Context: an optimization exercise on an open-source flow, tuned for small area. The choices shown serve that exercise and are no tape-out recipe.
The RTL was checked by simulation tests, not by an equivalence proof against the original design.
No activity file was given, so power comes from the tool's default toggle rates. The flow treats the clock pin as an ideal source, which a real chip does not have.

$ cat config.mk
export PLATFORM = sky130hd
export DESIGN_NAME = dot_driver_top
export DESIGN_NICKNAME = dot_driver_top
export VERILOG_FILES = /design/flow/design.v
export SDC_FILE = /design/flow/constraint.sdc
export NUM_CORES = 4
export LEC_CHECK = 0
export CAP_MARGIN = 20
export CORE_MARGIN = 2
export CORE_UTILIZATION = 80
export PLACE_DENSITY = 0.88
export SLEW_MARGIN = 20
export SYNTH_HIERARCHICAL = 1
$ cat constraint.sdc
create_clock -name core_clock -period 10.0 [get_ports {user_clock2_i}]
set_input_delay 2.0000 -clock core_clock [delete_from_list [all_inputs] [get_ports {user_clock2_i}]]
set_output_delay 2.0000 -clock core_clock [all_outputs]
set_load 0.01 [all_outputs]
$ cat design.v
`timescale 1ns/1ps
package dot_driver_pkg;
  localparam int FRAME_BITS   = 12;
  localparam int DRV_IDX_BITS = 3;
  localparam int ADDR_BITS    = 6;
  localparam int DOT_BITS     = 2;
  typedef logic [ADDR_BITS-1:0]    mem_addr_t;
  typedef logic [DOT_BITS-1:0]     dot_data_t;
  typedef logic [DRV_IDX_BITS-1:0] drv_idx_t;
  typedef logic [FRAME_BITS-1:0]   frame_t;
  typedef enum logic {
    WR_PATTERN = 1'b0,
    WR_CONFIG  = 1'b1
  } wr_cmd_e;
  typedef struct packed {
    wr_cmd_e   cmd;
    drv_idx_t  idx;
    mem_addr_t addr;
    dot_data_t data;
  } mem_write_t;
  typedef struct packed {
    logic      active;
    logic      bank;
    mem_addr_t addr;
  } scan_t;
  typedef enum logic {
    SEQ_IDLE,
    SEQ_SCAN
  } seq_state_e;
  function automatic mem_write_t frame_to_write(frame_t frame);
    frame_to_write = {frame[FRAME_BITS-1],
                      frame[FRAME_BITS-2 -: DRV_IDX_BITS],
                      frame[FRAME_BITS-2-DRV_IDX_BITS -: ADDR_BITS],
                      frame[DOT_BITS-1:0]};
  endfunction
endpackage
`timescale 1ns/1ps
`default_nettype none
module rd_aoi3 (
  input  logic [2:0] d_i,
  input  logic [2:0] s_i,
  output logic       y_no
);
  assign y_no = ~|(d_i & s_i);
endmodule
`default_nettype wire
`default_nettype none
module ins_mux2i (
  input  logic a_i,     
  input  logic b_i,     
  input  logic s_i,
  output logic y_no
);
  assign y_no = ~(s_i ? b_i : a_i);
endmodule
`default_nettype wire
`default_nettype none
module rd_nand4 (
  input  logic [3:0] y_ni,
  output logic       o_o
);
  assign o_o = ~&y_ni;
endmodule
`default_nettype wire
`default_nettype none
module rd_sel_and (
  input  logic a_i,
  input  logic b_i,
  output logic y_o
);
  assign y_o = a_i & b_i;
endmodule
`default_nettype wire
`timescale 1ns/1ps
`default_nettype none
module dot_driver_top #(
  parameter int NUM_OF_DRIVERS = 8,
  parameter int MEM_LENGTH     = 48
) (
  input  logic                      user_clock2_i,
  input  logic                      arst_n_i,
  input  logic                      sclk_i,
  input  logic                      mosi_i,
  input  logic                      ss_n_i,
  input  logic                      latch_data_i,
  input  logic                      control_trigger_i,
  output logic [2*NUM_OF_DRIVERS-1:0] driver_io_o,   
  output logic                      update_done_o
);
  logic [2:0]  sclk_sync_q;
  logic [1:0]  mosi_sync_q;
  logic [1:0]  ss_n_sync_q;
  logic [3:0]  bit_cnt_q;
  logic [11:0] shift_q;
  logic        sclk_rise;
  logic        frame_done;
  logic        wr_valid_q;
  logic        wr_apply_q;
  always_ff @(posedge user_clock2_i or negedge arst_n_i) begin
    if (!arst_n_i) begin
      sclk_sync_q <= '0;
      ss_n_sync_q <= '1;
    end else begin
      sclk_sync_q <= {sclk_sync_q[1:0], sclk_i};
      ss_n_sync_q <= {ss_n_sync_q[0], ss_n_i};
    end
  end
  always_ff @(posedge user_clock2_i) begin
    mosi_sync_q <= {mosi_sync_q[0], mosi_i};
  end
  assign sclk_rise  = sclk_sync_q[1] && !sclk_sync_q[2];
  assign frame_done = sclk_rise && !ss_n_sync_q[1] && (bit_cnt_q == 4'd11);
  always_ff @(posedge user_clock2_i or negedge arst_n_i) begin
    if (!arst_n_i) begin
      bit_cnt_q <= '0;
    end else if (ss_n_sync_q[1]) begin
      bit_cnt_q <= '0;
    end else if (sclk_rise) begin
      bit_cnt_q <= (bit_cnt_q == 4'd11) ? 4'd0 : bit_cnt_q + 4'd1;
    end
  end
  always_ff @(posedge user_clock2_i) begin
    if (sclk_rise) shift_q <= {shift_q[10:0], mosi_sync_q[1]};
  end
  always_ff @(posedge user_clock2_i or negedge arst_n_i) begin
    if (!arst_n_i) begin
      wr_valid_q <= 1'b0;
      wr_apply_q <= 1'b0;
    end else begin
      wr_valid_q <= frame_done;
      wr_apply_q <= wr_valid_q;
    end
  end
  logic       bank_q;
  logic       done_q;
  logic       active_q;
  logic       k_h_q;
  logic [4:0] k_l_q;
  logic       t_h_q;
  logic [4:0] t_l_q;
  logic       lap0_q;
  logic       p_h_q;
  logic [4:0] p_l_q;
  logic       k_end;
  logic       active_d_q;
  logic       t_h_d;
  logic [4:0] t_l_d;
  logic       req;
  logic       cfg_we;
  logic       f_a_h;
  logic [4:0] f_a_l;
  assign req    = wr_apply_q && !shift_q[11] && !(shift_q[7] && shift_q[6]);
  assign cfg_we = wr_apply_q && shift_q[11];
  assign f_a_h  = shift_q[7] || (shift_q[6] && shift_q[5]);
  assign f_a_l  = f_a_h ? 5'(shift_q[7:2] - 6'd24) : shift_q[6:2];
  assign t_l_d = (t_l_q == 5'd23) ? 5'd0 : t_l_q + 5'd1;
  assign t_h_d = t_h_q ^ (t_l_q == 5'd23);
  always_ff @(posedge user_clock2_i or negedge arst_n_i) begin
    if (!arst_n_i) begin
      t_h_q  <= 1'b0;
      t_l_q  <= '0;
      lap0_q <= 1'b1;
    end else begin
      t_l_q  <= t_l_d;
      t_h_q  <= t_h_d;
      if (t_l_q == 5'd23) lap0_q <= 1'b0;
    end
  end
  always_ff @(posedge user_clock2_i or negedge arst_n_i) begin
    if (!arst_n_i) begin
      bank_q <= 1'b0;
    end else if (latch_data_i && !active_q) begin
      bank_q <= ~bank_q;
    end
  end
  assign k_end = active_q && active_d_q && k_h_q && (k_l_q == 5'd22);
  always_ff @(posedge user_clock2_i or negedge arst_n_i) begin
    if (!arst_n_i) begin
      active_q   <= 1'b0;
      active_d_q <= 1'b0;
      done_q     <= 1'b0;
    end else begin
      active_d_q <= active_q;
      done_q     <= k_end;
      if (!active_q) begin
        if (control_trigger_i && !done_q) active_q <= 1'b1;
      end else if (k_end) begin
        active_q <= 1'b0;
      end
    end
  end
  always_ff @(posedge user_clock2_i) begin
    if (!active_d_q) begin
      k_h_q <= 1'b0;
      k_l_q <= '0;
    end else if (k_l_q == 5'd23) begin
      k_h_q <= ~k_h_q;
      k_l_q <= '0;
    end else begin
      k_l_q <= k_l_q + 5'd1;
    end
  end
  always_ff @(posedge user_clock2_i) begin
    if (!active_q) begin
      p_h_q <= t_h_d;
      p_l_q <= t_l_d;
    end
  end
  logic       slot_v_q;
  logic [2:0] slot_core_q;
  logic       slot_bank_q;
  logic       slot_a_h_q;
  logic [4:0] slot_a_l_q;
  logic [1:0] slot_data_q;
  logic       match;
  logic       hit;
  assign match = slot_v_q && (slot_a_l_q == t_l_q);
  logic [1:0] ins_d;
  logic       ins47;
  logic       ins23;
  assign ins47 = match && (slot_a_h_q == t_h_q);
  assign ins23 = match && (slot_a_h_q != t_h_q);
  logic [1:0] ins_d_n;
  assign ins_d   = slot_data_q & {2{!lap0_q}};
  assign ins_d_n = ~ins_d;
  assign hit   = slot_v_q && (slot_bank_q == bank_q) &&
                 (slot_a_h_q == k_h_q) && (slot_a_l_q == k_l_q);
  always_ff @(posedge user_clock2_i or negedge arst_n_i) begin
    if (!arst_n_i)  slot_v_q <= 1'b0;
    else if (req)   slot_v_q <= 1'b1;
    else if (match) slot_v_q <= 1'b0;
  end
  logic cfg_p_q;
  always_ff @(posedge user_clock2_i or negedge arst_n_i) begin
    if (!arst_n_i) cfg_p_q <= 1'b0;
    else           cfg_p_q <= cfg_we;
  end
  always_ff @(posedge user_clock2_i) begin
    if (req || cfg_we) begin
      slot_core_q <= shift_q[10:8];
      slot_bank_q <= ~bank_q;
      slot_a_h_q  <= f_a_h;
      slot_a_l_q  <= f_a_l;
      slot_data_q <= shift_q[1:0];
    end
  end
  logic [MEM_LENGTH-1:0] psel;
  logic [23:0] lsel;
  always_comb begin
    for (int pl = 0; pl < 24; pl++)
      lsel[pl] = (p_l_q == 5'(23 - pl));
  end
  for (genvar ph = 0; ph < 2; ph++) begin : g_ph
    for (genvar pl = 0; pl < 24; pl++) begin : g_pl
      rd_sel_and u_sel (
        .a_i (p_h_q == (ph == 0)),
        .b_i (lsel[pl]),
        .y_o (psel[ph*24 + pl])
      );
    end
  end
  logic [1:0] ring_q   [NUM_OF_DRIVERS][2][MEM_LENGTH];
  logic       invert_q [NUM_OF_DRIVERS];
  for (genvar c = 0; c < NUM_OF_DRIVERS; c++) begin : g_core
    logic       sel;
    logic [1:0] ins47_b;
    logic [1:0] ins23_b;
    logic [1:0] rd;
    logic [1:0] val;
    assign sel = (slot_core_q == 3'(c));
    for (genvar b = 0; b < 2; b++) begin : g_bank
      assign ins47_b[b] = lap0_q || (ins47 && sel && (slot_bank_q == b[0]));
      assign ins23_b[b] = lap0_q || (ins23 && sel && (slot_bank_q == b[0]));
      logic [1:0] d47_n;
      logic [1:0] d23_n;
      for (genvar j = 0; j < 2; j++) begin : g_ins
        ins_mux2i u_ins47 (
          .a_i  (ring_q[c][b][0][j]),
          .b_i  (ins_d[j]),
          .s_i  (ins47_b[b]),
          .y_no (d47_n[j])
        );
        ins_mux2i u_ins23 (
          .a_i  (ring_q[c][b][24][j]),
          .b_i  (ins_d_n[j]),
          .s_i  (ins23_b[b]),
          .y_no (d23_n[j])
        );
      end
      for (genvar p = 0; p < MEM_LENGTH; p++) begin : g_pos
        always_ff @(posedge user_clock2_i) begin
          if (p == 47) begin
            ring_q[c][b][p] <= d47_n;
          end else if (p == 23) begin
            ring_q[c][b][p] <= d23_n;
          end else begin
            ring_q[c][b][p] <= ring_q[c][b][p+1];
          end
        end
      end
    end
    for (genvar j = 0; j < 2; j++) begin : g_bit
      logic [1:0] rb;
      for (genvar b = 0; b < 2; b++) begin : g_rb
        logic [15:0] y_n;
        for (genvar g = 0; g < 16; g++) begin : g_grp
          rd_aoi3 u_aoi (
            .d_i  ({ring_q[c][b][3*g+2][j], ring_q[c][b][3*g+1][j], ring_q[c][b][3*g][j]}),
            .s_i  (psel[3*g +: 3]),
            .y_no (y_n[g])
          );
        end
        logic [3:0] o;
        for (genvar q = 0; q < 4; q++) begin : g_q
          rd_nand4 u_n4 (.y_ni (y_n[4*q +: 4]), .o_o (o[q]));
        end
        assign rb[b] = |o;
      end
      assign rd[j] = bank_q ? rb[1] : rb[0];
    end
    assign val = (hit && sel) ? slot_data_q : (rd ^ {2{!p_h_q}});
    always_ff @(posedge user_clock2_i or negedge arst_n_i) begin
      if (!arst_n_i)                       invert_q[c] <= 1'b0;
      else if (cfg_p_q && slot_core_q == 3'(c)) invert_q[c] <= slot_data_q[0];
    end
    assign driver_io_o[2*c +: 2] = active_d_q ? (val ^ {2{invert_q[c]}}) : 2'b00;
  end
  assign update_done_o = done_q;
endmodule
`default_nettype wire
$ cat flow/run.sh
#!/bin/bash
# Layout flow: the standard layout (standard.sh, unchanged synthesis,
# floorplan, power grid, placement, routing), with two arguments changed:
#  - clock tree synthesis clusters about 30 flip-flops per clkbuf_16 leaf
#    buffer (within 80 um) and inserts no dummy loads;
#  - the port buffers that placement adds on every input and output are
#    sky130_fd_sc_hd__buf_1 cells.
# The full output of the standard flow goes to standard.log in this folder;
# ORFS keeps each step's own log under orfs/logs/.
set -euo pipefail
export CTS_ARGS="-sink_clustering_enable -repair_clock_nets -sink_clustering_size 30 -sink_clustering_max_diameter 80 -buf_list sky130_fd_sc_hd__clkbuf_16 -dont_use_dummy_load"
export BUFFER_PORTS_ARGS="-buffer_cell sky130_fd_sc_hd__buf_1"
bash standard.sh > standard.log 2>&1
$ cat standard.sh
#!/bin/bash
# synth_recipe.tcl (not shown) runs the flow's synth.tcl, then flattens the netlist and writes it again
# the make line also repeats each setting of config.mk as NAME=value (left out here)
make -C /OpenROAD-flow-scripts/flow DESIGN_CONFIG=/design/flow/config.mk WORK_HOME=/design/flow/orfs CLKGATE_MAP_FILE= SYNTH_SCRIPT=/design/flow/synth_recipe.tcl "${@:-finish}"
==> results of run 1 <==
cell families (layout without fill, tap and decap cells):
logic type | Yosys count | count (layout) | synth area share
buf+inv | 30 | 126 | 0.00308
flops | 1606 | 1606 | 0.780
fa+ha+maj | 5 | 5 | 0.00150
mux | 117 | 117 | 0.0283
simple gates | 342 | 342 | 0.0480
other cells | 0 | 1 | 0
xor+xnor | 38 | 38 | 0.00796
compound gates | 565 | 565 | 0.132
flip-flops by register name, summed over array words and instances, names as in the netlist, 2 cells and up:
signal	count
t_l_q	5
invert_q	8
sclk_sync_q	3
slot_a_l_q	5
slot_data_q	2
bit_cnt_q	4
shift_q	12
ss_n_sync_q	2
p_l_q	5
ring_q	1536
mosi_sync_q	2
slot_core_q	3
k_l_q	5
metal layers:
| metal | share of wire | track usage | wire, µm |
|---|---|---|---|
| met1 | 0.36 | 0.552 | 42200 |
| met2 | 0.46 | 0.652 | 52900 |
| met3 | 0.14 | 0.151 | 16200 |
| met4 | 0.037 | 0.167 | 4340 |
| met5 | 0.0010 | 0 | 119 |
through the flow:
stage	utilization	setup slack (ns)
after floorplan	-	4.72
after global placement	0.834	4.21
after detailed placement	0.834	4.01
after CTS	0.863	3.28
after global routing	0.863	2.95
final	0.863	3.15
worst min-delay path by stage:
stage | to | cells past startpoint
floorplan | mosi_sync_q[1] | 0
global placement | mosi_sync_q[1] | 0
detailed placement | mosi_sync_q[1] | 0
CTS | ring_q[261][1] | 0
global route | ring_q[518][1] | 0
finish | ring_q[548][1] | 0
modules after synthesis, one instance, submodules excluded:
module / flip-flops and latches / cells / times used
rd_nand4: 0 / 1 / 128
rd_sel_and: 0 / 1 / 48
dot_driver_top: 1606 / 1951 / 1
rd_aoi3: 0 / 1 / 512
ins_mux2i: 0 / 1 / 64
critical path: cells and delay by family, from the launching register on:
family | cells | cell delay, ns
DFF | 1 | 0.34
AOI/OAI and AO/OA | 1 | 0.52
and+or+nand+nor | 3 | 1.25
buffers and inverters | 3 | 0.99
xor gates and xnor gates | 1 | 0.21
muxes | 3 | 0.83
power breakdown:
| group | total (µW) | internal, µW | leakage [µW] | switching (µW) |
|---|---|---|---|---|
| registers | 6420 | 6420 | 0.0132 | 2.65 |
| logic | 18.0 | 5.69 | 0.00260 | 12.3 |
| clock network | 2850 | 1060 | 0.000727 | 1780 |
cell type report:
| cell class | instances | area (µm²) |
|---|---|---|
| Antenna cell | 1 | 2.50 |
| Multi-Input combinational cell | 1067 | 9110 |
| Sequential cell | 1606 | 32600 |
| Clock buffer | 59 | 1480 |
| Timing Repair Buffer | 59 | 358 |
| Tap cell | 680 | 851 |
| Fill cell | 2323 | 7060 |
| Inverter | 8 | 30.0 |
Yosys cell counts (7+ instances only):
library cell     n
dfxtp_1       1544
a222oi_1       512
nand4_1        137
mux2i_1        108
and2_1          54
nor2_1          40
a21o_1          33
nand2_1         33
edfxtp_1        30
dfrtp_1         29
nor4_1          28
xnor2_1         24
nand2b_1        15
clkbuf_1        14
xor2_1          14
mux2_2           9
inv_1            8
o21ai_0          8
buf_2            7
==> flow_summary.json, run 1 <==
{
  "io_buffers": 23,
  "post_drt_wl_per_cell_um": 33.3,
  "die_h_um": 233,
  "hold_violations": 0,
  "cts_resized": 0,
  "h-tree-depth": 2,
  "cellLeakagePower_uw": 0.0165,
  "seq_area_frac_synth": 0.780,
  "min_period_over_period": 0.685,
  "crit_path_end": "driver_io_o[6]",
  "cpMaxStageDelayCell": "and2_2",
  "dp.cells": 3420,
  "core_area_mm2": 0.0515,
  "track_usage": 0.423,
  "synth_area_per_cell_um2": 15.5,
  "status": "complete, no violations",
  "hold_path_startpoint": "ring_q[549][1]",
  "die_x_um": 233,
  "post-cts-setup-buffers": 0,
  "hpwl_um": 70700,
  "drc": 0,
  "maxCapViolCount": 0,
  "hold_ws_ns": 0.321,
  "synth_area_mm2": 0.0418,
  "post_dp_cell_area_mm2": 0.0430,
  "stdcell_count": 3480,
  "dr_total_vias": 26800,
  "arrival_ns": 4.85,
  "slew_violations": 0,
  "start_util": 0.812,
  "syn_to_final_growth_pct": 6.24,
  "ys_top_cells_by_area": "dfxtp_1 (74%), a222oi_1 (12%), mux2i_1 (2.6%)",
  "cts_tree": "built",
  "synth_largest_area_cell": "dfxtp_1",
  "antenna_found_initial": 18,
  "max_freq_mhz": 146,
  "clock_sinks": 1606,
  "yosysWarnings": 11,
  "drt_iter0_markers": 5997,
  "async_reset_ff_frac": 0.0199,
  "final_nets": 2813,
  "yosys.cell_types.count": 44,
  "start_kind": "flop",
  "postCtsHoldBufs": 0,
  "clk_pin_slew_ns": 0.12,
  "row_count": 83,
  "ys_seq_elements": 1606,
  "slew_headroom": 0.290,
  "critPathMostFrequentCell": "mux2i_1",
  "clock_latency_ns": 0.70,
  "numCtsBuffers": 59,
  "clock_skew_ns": 0.0664,
  "synthesis.nets": 2715,
  "cts_root_buf": "clkbuf_16",
  "hp-class": "flop to flop",
  "slowest_delay_ns": 0.64,
  "power_density_mw_per_mm2": 209,
  "gp_congestion": 0.912,
  "firstDrtPassIters": 15,
  "fin_crit_ns": 6.85,
  "final_layout_size_suffix_gt1_frac": 0.0475,
  "final_cell_area_mm2": 0.0444,
  "peakVddDrop_v": 0.000227,
  "grt_max_degree": 42,
  "r2r_cells": 4,
  "synth-main-ff-cell": "dfxtp_1",
  "grt_pass1_wl_um": 169000,
  "yosys.area.top_type_share": 0.739,
  "grt_pass1_vias": 26900,
  "power_uw": 9280,
  "r2r-end": "ring_q[143][0]",
  "setup.worst_path.start": "p_h_q",
  "die-area_mm2": 0.0541,
  "rrSetupSlack_ns": 7.11,
  "cp_max_fo": 41,
  "tightest_slew_ns": 1.06,
  "post_drt_via_cell_ratio": 7.69,
  "rsz0062_at_grt": "false",
  "io_pins": 24,
  "endpoint_kind": "output pin",
  "cp_cell_sequence": "buf_4 > inv_1 > and2_2 > a222oi_1 > nand4_1 > nor4_1 > mux2i_1 > xnor2_1 > mux2i_1 > mux2i_1 > buf_1",
  "syn_inst": 2703,
  "grt_overflow": 0,
  "criticalPathCategory": "flop to output pin",
  "antenna_left": 0,
  "finalSetupTns_ns": 0,
  "layout_commonest_cell": "dfxtp_1",
  "synth_edf_count": 30,
  "setup_viol": 0,
  "r2r_start": "lap0_q",
  "cp.required_ns": 8.00,
  "cts_buffer_depth": 3,
  "wirelength_um": 116000,
  "final_cell_mix": "dfxtp_1 (1,544), a222oi_1 (512), nand4_1 (137), mux2i_1 (108), clkbuf_16 (59)"
}
==> run 2, diff against run 1 <==
==> flow/run.sh (replaced) <==
#!/bin/bash
# Layout flow: the standard layout (standard.sh, unchanged synthesis,
# floorplan, power grid, placement, routing), with two arguments changed:
#  - clock tree synthesis clusters about 32 flip-flops per clkbuf_16 leaf
#    buffer (within 85 um) and inserts no dummy loads;
#  - the port buffers that placement adds on every input and output are
#    sky130_fd_sc_hd__buf_1 cells.
# The full output of the standard flow goes to standard.log in this folder;
# ORFS keeps each step's own log under orfs/logs/.
set -euo pipefail
export CTS_ARGS="-sink_clustering_enable -repair_clock_nets -sink_clustering_size 32 -sink_clustering_max_diameter 85 -buf_list sky130_fd_sc_hd__clkbuf_16 -dont_use_dummy_load"
export BUFFER_PORTS_ARGS="-buffer_cell sky130_fd_sc_hd__buf_1"
bash standard.sh > standard.log 2>&1
==> run 2 against run 1 <==
Against the previous run:
- critical endpoint unchanged
- register-to-register slack improved by 0.04 ns
- worst setup slack got worse by 0.029 ns
- utilization shrank 0.15 points
- flip-flop and latch count did not move
- largest power group unchanged
- area after synthesis unchanged
- non-clock buffer count stayed put
- routed wire length up 1.3%
- still clean on timing, DRC and antenna
- critical path type unchanged
- hold slack worse by 0.0077 ns
- final cell count barely moved
==> flow_summary.json, run 2 <==
{
  "die_h_um": 233,
  "yosys.area.top_type_share": 0.739,
  "track_usage": 0.430,
  "largest_register_ffs": 1536,
  "yosys.cell_types.count": 44,
  "syn_to_final_growth_pct": 6.07,
  "synth_edf_count": 30,
  "max_freq_mhz": 145,
  "firstDrtPassIters": 13,
  "setup_viol": 0,
  "rsz0062_at_grt": "false",
  "yosysWarnings": 11,
  "io_pins": 24,
  "grt_pass1_vias": 27200,
  "core_area_mm2": 0.0515,
  "slowest_delay_ns": 0.67,
  "final_nets": 2810,
  "synth-main-ff-cell": "dfxtp_1",
  "drc": 0,
  "finalSetupTns_ns": 0,
  "power_density_mw_per_mm2": 208,
  "h-tree-depth": 2,
  "final_layout_size_suffix_gt1_frac": 0.0465,
  "die_x_um": 233,
  "post_dp_cell_area_mm2": 0.0430,
  "gp_congestion": 0.912,
  "post_drt_wl_per_cell_um": 33.7,
  "hpwl_um": 70700,
  "regArea_mm2": 0.0326,
  "post-cts-setup-buffers": 0,
  "slew_violations": 0,
  "wirelength_um": 117000,
  "clock_skew_ns": 0.0960,
  "grt_max_degree": 42,
  "hp-class": "flop to flop",
  "cp_cell_sequence": "buf_4 > inv_1 > and2_2 > a222oi_1 > nand4_1 > nor4_1 > mux2i_1 > xnor2_1 > mux2i_1 > mux2i_1 > buf_1",
  "synthesis.nets": 2715,
  "synth_area_mm2": 0.0418,
  "hold_violations": 0,
  "cpMaxStageDelayCell": "and2_2",
  "cts_root_buf": "clkbuf_16",
  "start_kind": "flop",
  "regMostFlops": "ring_q",
  "io_buffers": 23,
  "endpoint_kind": "output pin",
  "tightest_slew_ns": 1.08,
  "critPathMostFrequentCell": "mux2i_1",
  "synth.most_common_cell": "dfxtp_1",
  "synth_largest_area_cell": "dfxtp_1",
  "maxCapViolCount": 0,
  "numCtsBuffers": 56,
  "cts_tree": "built",
  "criticalPathCategory": "flop to output pin",
  "layout_commonest_cell": "dfxtp_1",
  "multiInputGateArea_mm2": 0.00911,
  "nFillCells": 2360,
  "cellLeakagePower_uw": 0.0165,
  "status": "complete, no violations",
  "cts_resized": 0,
  "die-area_mm2": 0.0541,
  "grt_overflow": 0,
  "clock_sinks": 1606,
  "fin_crit_ns": 6.88,
  "seq_area_frac_synth": 0.780,
  "final_cell_mix": "dfxtp_1 (1,544), a222oi_1 (512), nand4_1 (137), mux2i_1 (108), clkbuf_16 (56)",
  "row_count": 83,
  "dr_total_vias": 26900,
  "final_cell_area_mm2": 0.0444,
  "postCtsHoldBufs": 0,
  "min_period_over_period": 0.688,
  "cp_max_fo": 41,
  "cp.required_ns": 8.00,
  "antenna_found_initial": 11,
  "ys_top_cells_by_area": "dfxtp_1 (74%), a222oi_1 (12%), mux2i_1 (2.6%)",
  "ys_seq_elements": 1606,
  "post_drt_via_cell_ratio": 7.72,
  "clk_pin_slew_ns": 0.11,
  "antenna_left": 0,
  "async_reset_ff_frac": 0.0199,
  "syn_inst": 2703,
  "synthTopCellsByCount": "dfxtp_1 (1,544), a222oi_1 (512), nand4_1 (137), mux2i_1 (108), and2_1 (54)",
  "drt_iter0_markers": 6137,
  "synth_area_per_cell_um2": 15.5,
  "grt_pass1_wl_um": 172000,
  "reg_top3": "ring_q: 1536 flops, shift_q: 12 flops, invert_q: 8 flops",
  "clock_latency_ns": 0.69,
  "slew_headroom": 0.280,
  "peakVddDrop_v": 0.000178,
  "cts_buffer_depth": 3,
  "start_util": 0.812,
  "arrival_ns": 4.88
}
run 2: cell counts after synthesis:
No cell type changed its count.
run 2: final timing paths:
check,slack (ns),start,endpoint,cells after the start
min in group asynchronous,1.46,arst_n_i,invert_q[2],1
min reg2reg,0.31,ring_q[623][1],ring_q[622][1],0
max in group asynchronous,7.92,arst_n_i,wr_valid_q,1
min,0.31,ring_q[623][1],ring_q[622][1],0
max reg2reg,7.15,slot_a_l_q[0],ring_q[431][1],6
max,3.12,p_h_q,driver_io_o[6],11
run 2: cell type report:
type | instances | area share
inverter | 8 | 0.000677
timing repair buffer | 59 | 0.00806
multi-input combinational | 1067 | 0.205
tap | 680 | 0.0192
antenna | 1 | 0.0000564
sequential | 1606 | 0.735
clock buffer | 56 | 0.0316
run 2: per-layer routing:
metal  routed length (µm)  track usage
met5                   95            0
met1                42800        0.560
met4                 5090        0.191
met3                15800        0.134
met2                53500        0.666
run 2: cells by family (layout without fill, tap and decap cells):
group,Yosys count,after routing,synth area share
other cells,0,1,0
simple gates,342,342,0.0480
compound gates,565,565,0.132
xor+xnor,38,38,0.00796
mux,117,117,0.0283
fa+ha+maj,5,5,0.00150
buf+inv,30,123,0.00308
flops,1606,1606,0.780
run 2: critical path, delay by kind of cell (launching register included):
kind / cells / cell delay (ns)
DFF: 1 / 0.34
buffers and inverters: 3 / 0.99
xor gates and xnor gates: 1 / 0.21
and+or+nand+nor: 3 / 1.29
muxes: 3 / 0.84
AOI/OAI and AO/OA: 1 / 0.51
run 2: power by group:
part           switching (µW)  internal (µW)  total (µW)
Sequential               2.63           6420        6420
Combinational            12.2           5.69        17.9
Clock                    1790           1010        2800
run 2: stage by stage:
step	hold slack (ns)	util	setup slack, ns	instances	total power, µW
after floorplan	0.310	-	4.72	2703	6580
after global placement	0.321	0.834	4.21	3420	6580
after detailed placement	0.322	0.834	4.01	3420	6580
after CTS	0.320	0.861	3.27	3476	9220
after global routing	0.321	0.861	2.92	3476	9430
final	0.313	0.861	3.12	3477	9240
run 2: Yosys stat by module, one instance, submodules excluded:
module,copies in the design,area (µm²),flip-flops and latches
rd_nand4,128,6.26,0
ins_mux2i,64,10.0,0
rd_aoi3,512,10.0,0
rd_sel_and,48,6.26,0
dot_driver_top,1,35000,1606
==> run 3, diff against run 2 <==
--- a/config.mk
+++ b/config.mk
@@ -7,7 +7,7 @@
 export LEC_CHECK = 0
 export CAP_MARGIN = 20
 export CORE_MARGIN = 2
-export CORE_UTILIZATION = 80
-export PLACE_DENSITY = 0.88
+export CORE_UTILIZATION = 85
+export PLACE_DENSITY = 0.92
 export SLEW_MARGIN = 20
 export SYNTH_HIERARCHICAL = 1
==> run 3 against run 2 <==
Against the previous run:
- clock power rose by 1%
- critical endpoint is now driver_io_o[5]
- critical path type unchanged
- largest power group unchanged
- critical path depth rose by 1
- fmax down 7.6%
- highest routed layer unchanged
- design area increased by 0.26%
==> flow_summary.json, run 3 <==
{
  "io_pins": 24,
  "synth.most_common_cell": "dfxtp_1",
  "clk_pin_slew_ns": 0.12,
  "postCtsHoldBufs": 0,
  "synth-main-ff-cell": "dfxtp_1",
  "finalSetupTns_ns": 0,
  "die-area_mm2": 0.0510,
  "max_freq_mhz": 134,
  "synthesis.nets": 2715,
  "post_drt_wl_per_cell_um": 39.0,
  "layout_commonest_cell": "dfxtp_1",
  "top_layer_used": "met5",
  "cts_tree": "built",
  "firstDrtPassIters": 17,
  "reg_top3": "ring_q: 1536 flops, shift_q: 12 flops, invert_q: 8 flops",
  "io_buffers": 23,
  "syn_inst": 2703,
  "postLayoutCoreUtil": 0.913,
  "antenna_left": 0,
  "hpwl_um": 79000,
  "start_kind": "flop",
  "p_seq_frac": 0.692,
  "status": "complete, no violations",
  "rrSetupSlack_ns": 6.48,
  "regMostFlops": "ring_q",
  "synth_edf_count": 30,
  "cts_root_buf": "clkbuf_16",
  "numCtsBuffers": 56,
  "setup_viol": 0,
  "seq_area_frac_synth": 0.780,
  "fin_crit_ns": 7.44,
  "dr_wl_met2_um": 58900,
  "post-cts-setup-buffers": 0,
  "min_period_over_period": 0.744,
  "cts_resized": 0,
  "peakVddDrop_v": 0.000225,
  "tightest_slew_ns": 1.18,
  "r2r-end": "ring_q[239][0]",
  "core_area_mm2": 0.0487,
  "p_sw_uw": 1840,
  "die_h_um": 226,
  "rsz0062_at_grt": "false",
  "gp_congestion": 1.02,
  "cp_max_fo": 41,
  "arrival_ns": 5.44,
  "cts_buffer_depth": 3,
  "clock_latency_ns": 0.70,
  "criticalPathCategory": "flop to output pin",
  "grt_pass1_vias": 28800,
  "endpoint_kind": "output pin",
  "pwr-share-comb": 0.002,
  "wl_met1_um": 43100,
  "ys_top_cells_by_area": "dfxtp_1 (74%), a222oi_1 (12%), mux2i_1 (2.6%)",
  "slew_violations": 0,
  "async_reset_ff_frac": 0.0199,
  "grt_overflow": 0,
  "post_drt_via_cell_ratio": 8.32,
  "cp.required_ns": 8.00,
  "clock_skew_ns": 0.0923,
  "largest_register_ffs": 1536,
  "p_int_uw": 7440,
  "die_x_um": 226,
  "synth_area_mm2": 0.0418,
  "p_sw_frac": 0.198,
  "hp-class": "flop to flop",
  "ys_seq_elements": 1606,
  "wirelength_um": 136000,
  "clock_sinks": 1606,
  "grt_pass1_wl_um": 193000,
  "track_usage": 0.526,
  "start_util": 0.858,
  "drt_iter0_markers": 7449,
  "crit_path_end": "driver_io_o[5]",
  "antenna_found_initial": 18,
  "p_clk_frac": 0.306,
  "final_layout_size_suffix_gt1_frac": 0.0465,
  "r2r_start": "slot_a_l_q[0]",
  "setup.worst_path.start": "p_h_q",
  "dr_total_vias": 29000,
  "yosys.cell_types.count": 44,
  "row_count": 81,
  "grt_max_degree": 42,
  "cellLeakagePower_uw": 0.0166,
  "maxCapViolCount": 0,
  "synth_largest_area_cell": "dfxtp_1",
  "syn_to_final_growth_pct": 6.34,
  "slew_headroom": 0.211,
  "met3WireLength_um": 22100,
  "h-tree-depth": 2,
  "final_nets": 2829,
  "r2r_cells": 6,
  "power_density_mw_per_mm2": 209,
  "synth_area_per_cell_um2": 15.5,
  "drc": 0,
  "final_cell_mix": "dfxtp_1 (1,544), a222oi_1 (512), nand4_1 (137), mux2i_1 (108), clkbuf_16 (56)",
  "yosys.area.top_type_share": 0.739,
  "synthTopCellsByCount": "dfxtp_1 (1,544), a222oi_1 (512), nand4_1 (137), mux2i_1 (108), and2_1 (54)",
  "hold_violations": 0,
  "yosysWarnings": 11
}
## run 3: cell counts after synthesis
Identical to the previous run, type by type.
## run 3: modules after synthesis (local to each module, per instance)
module / area [µm²] / copies in the design / flops+latches / cells
dot_driver_top: 35000 / 1 / 1606 / 1951
rd_aoi3: 10.0 / 512 / 0 / 1
rd_nand4: 6.26 / 128 / 0 / 1
ins_mux2i: 10.0 / 64 / 0 / 1
rd_sel_and: 6.26 / 48 / 0 / 1
## run 3: power by group through the flow
stage                     Clock (µW)  Sequential, µW  Combinational, µW
after floorplan                    0            6570               10.3
after global placement             0            6570               16.7
after detailed placement           0            6570               17.8
after CTS                       2780            6420               18.4
after global routing            2980            6420               19.7
final                           2840            6420               18.8
## run 3: final cells by class
| type | count | area [µm²] |
|---|---|---|
| flip-flops and latches | 1606 | 32600 |
| multi-input cells | 1067 | 9100 |
| fillers | 1672 | 4260 |
| clock buffers | 56 | 1400 |
| well taps | 664 | 831 |
| repair buffers | 78 | 498 |
| inverters | 8 | 30.0 |
| diodes | 6 | 15.0 |
## run 3: critical path, cell delays in order, from the launching register on
cell and delay, ns:
edfxtp_1 0.34, buf_4 0.45, inv_1 0.48, and2_1 0.64
buf_4 0.42, a222oi_1 0.60, nand4_1 0.17, nor4_1 0.47
mux2i_1 0.24, xnor2_1 0.19, mux2i_1 0.24, mux2i_1 0.25
buf_1 0.22
## run 3: how the worst min path moves through the flow
stage	from	endpoint	slack, ns	cells past startpoint
6_report	ring_q[703][0]	ring_q[702][0]	0.30	0
2_1_floorplan	mosi_sync_q[0]	mosi_sync_q[1]	0.31	0
3_5_place_dp	ring_q[723][0]	ring_q[722][0]	0.33	0
3_3_place_gp	mosi_sync_q[0]	mosi_sync_q[1]	0.32	0
5_1_grt	ring_q[703][0]	ring_q[702][0]	0.29	0
4_1_cts	ring_q[703][0]	ring_q[702][0]	0.30	0
## run 3: kinds of logic (layout without fill, tap and decap cells)
logic type | Yosys count | in the layout | share of synthesized area
buffers and inverters | 30 | 142 | 0.00308
AOI/OAI and AO/OA | 565 | 565 | 0.132
xor gates and xnor gates | 38 | 38 | 0.00796
and+or+nand+nor | 342 | 342 | 0.0480
muxes | 117 | 117 | 0.0283
DFF | 1606 | 1606 | 0.780
adders and majority gates | 5 | 5 | 0.00150
other | 0 | 6 | 0
## run 3: layer usage
layer	vias to the layer above	GRT usage
met5	-	0.0186
li1	11100	-
met4	22	0.356
met1	13800	0.633
met3	938	0.207
met2	3129	0.785
## run 3: per-stage QoR
stage	hold slack, ns	cells	setup WS, ns	power [µW]	area, µm²
after global placement	0.324	3422	3.88	6580	43100
after floorplan	0.310	2703	4.72	6580	41800
final	0.302	3485	2.56	9280	44500
after CTS	0.303	3478	2.86	9220	44500
after global routing	0.294	3483	2.56	9430	44500
after detailed placement	0.334	3422	3.54	6580	43100

separate check: timing with driven ports:
Ports are ideal in the flow. The routed layouts listed here were re-timed in OpenROAD. Step 1, drivers: a clkbuf_16 drives user_clock2_i and a buf_2 each remaining input, both assumed. Step 2 times the ports against the registers' clock, not the clock port: input delays grow and output delays shrink by t, the midpoint of the rising clock arrivals with the driver on. Slacks: ideal / step 1 / step 2; pairs: ideal / step 1.
run	t, ns	slack for setup (ns)	hold WS [ns]	pins driven straight from the clock port
run 1	0.726	3.153 / 3.090 / 3.816	0.321 / 0.321 / 0.321	1
run 2	0.704	3.125 / 3.060 / 3.764	0.313 / 0.313 / 0.313	1
run 3	0.718	2.558 / 2.491 / 3.209	0.302 / 0.302 / 0.302	1
After both steps every run listed still meets setup and hold.
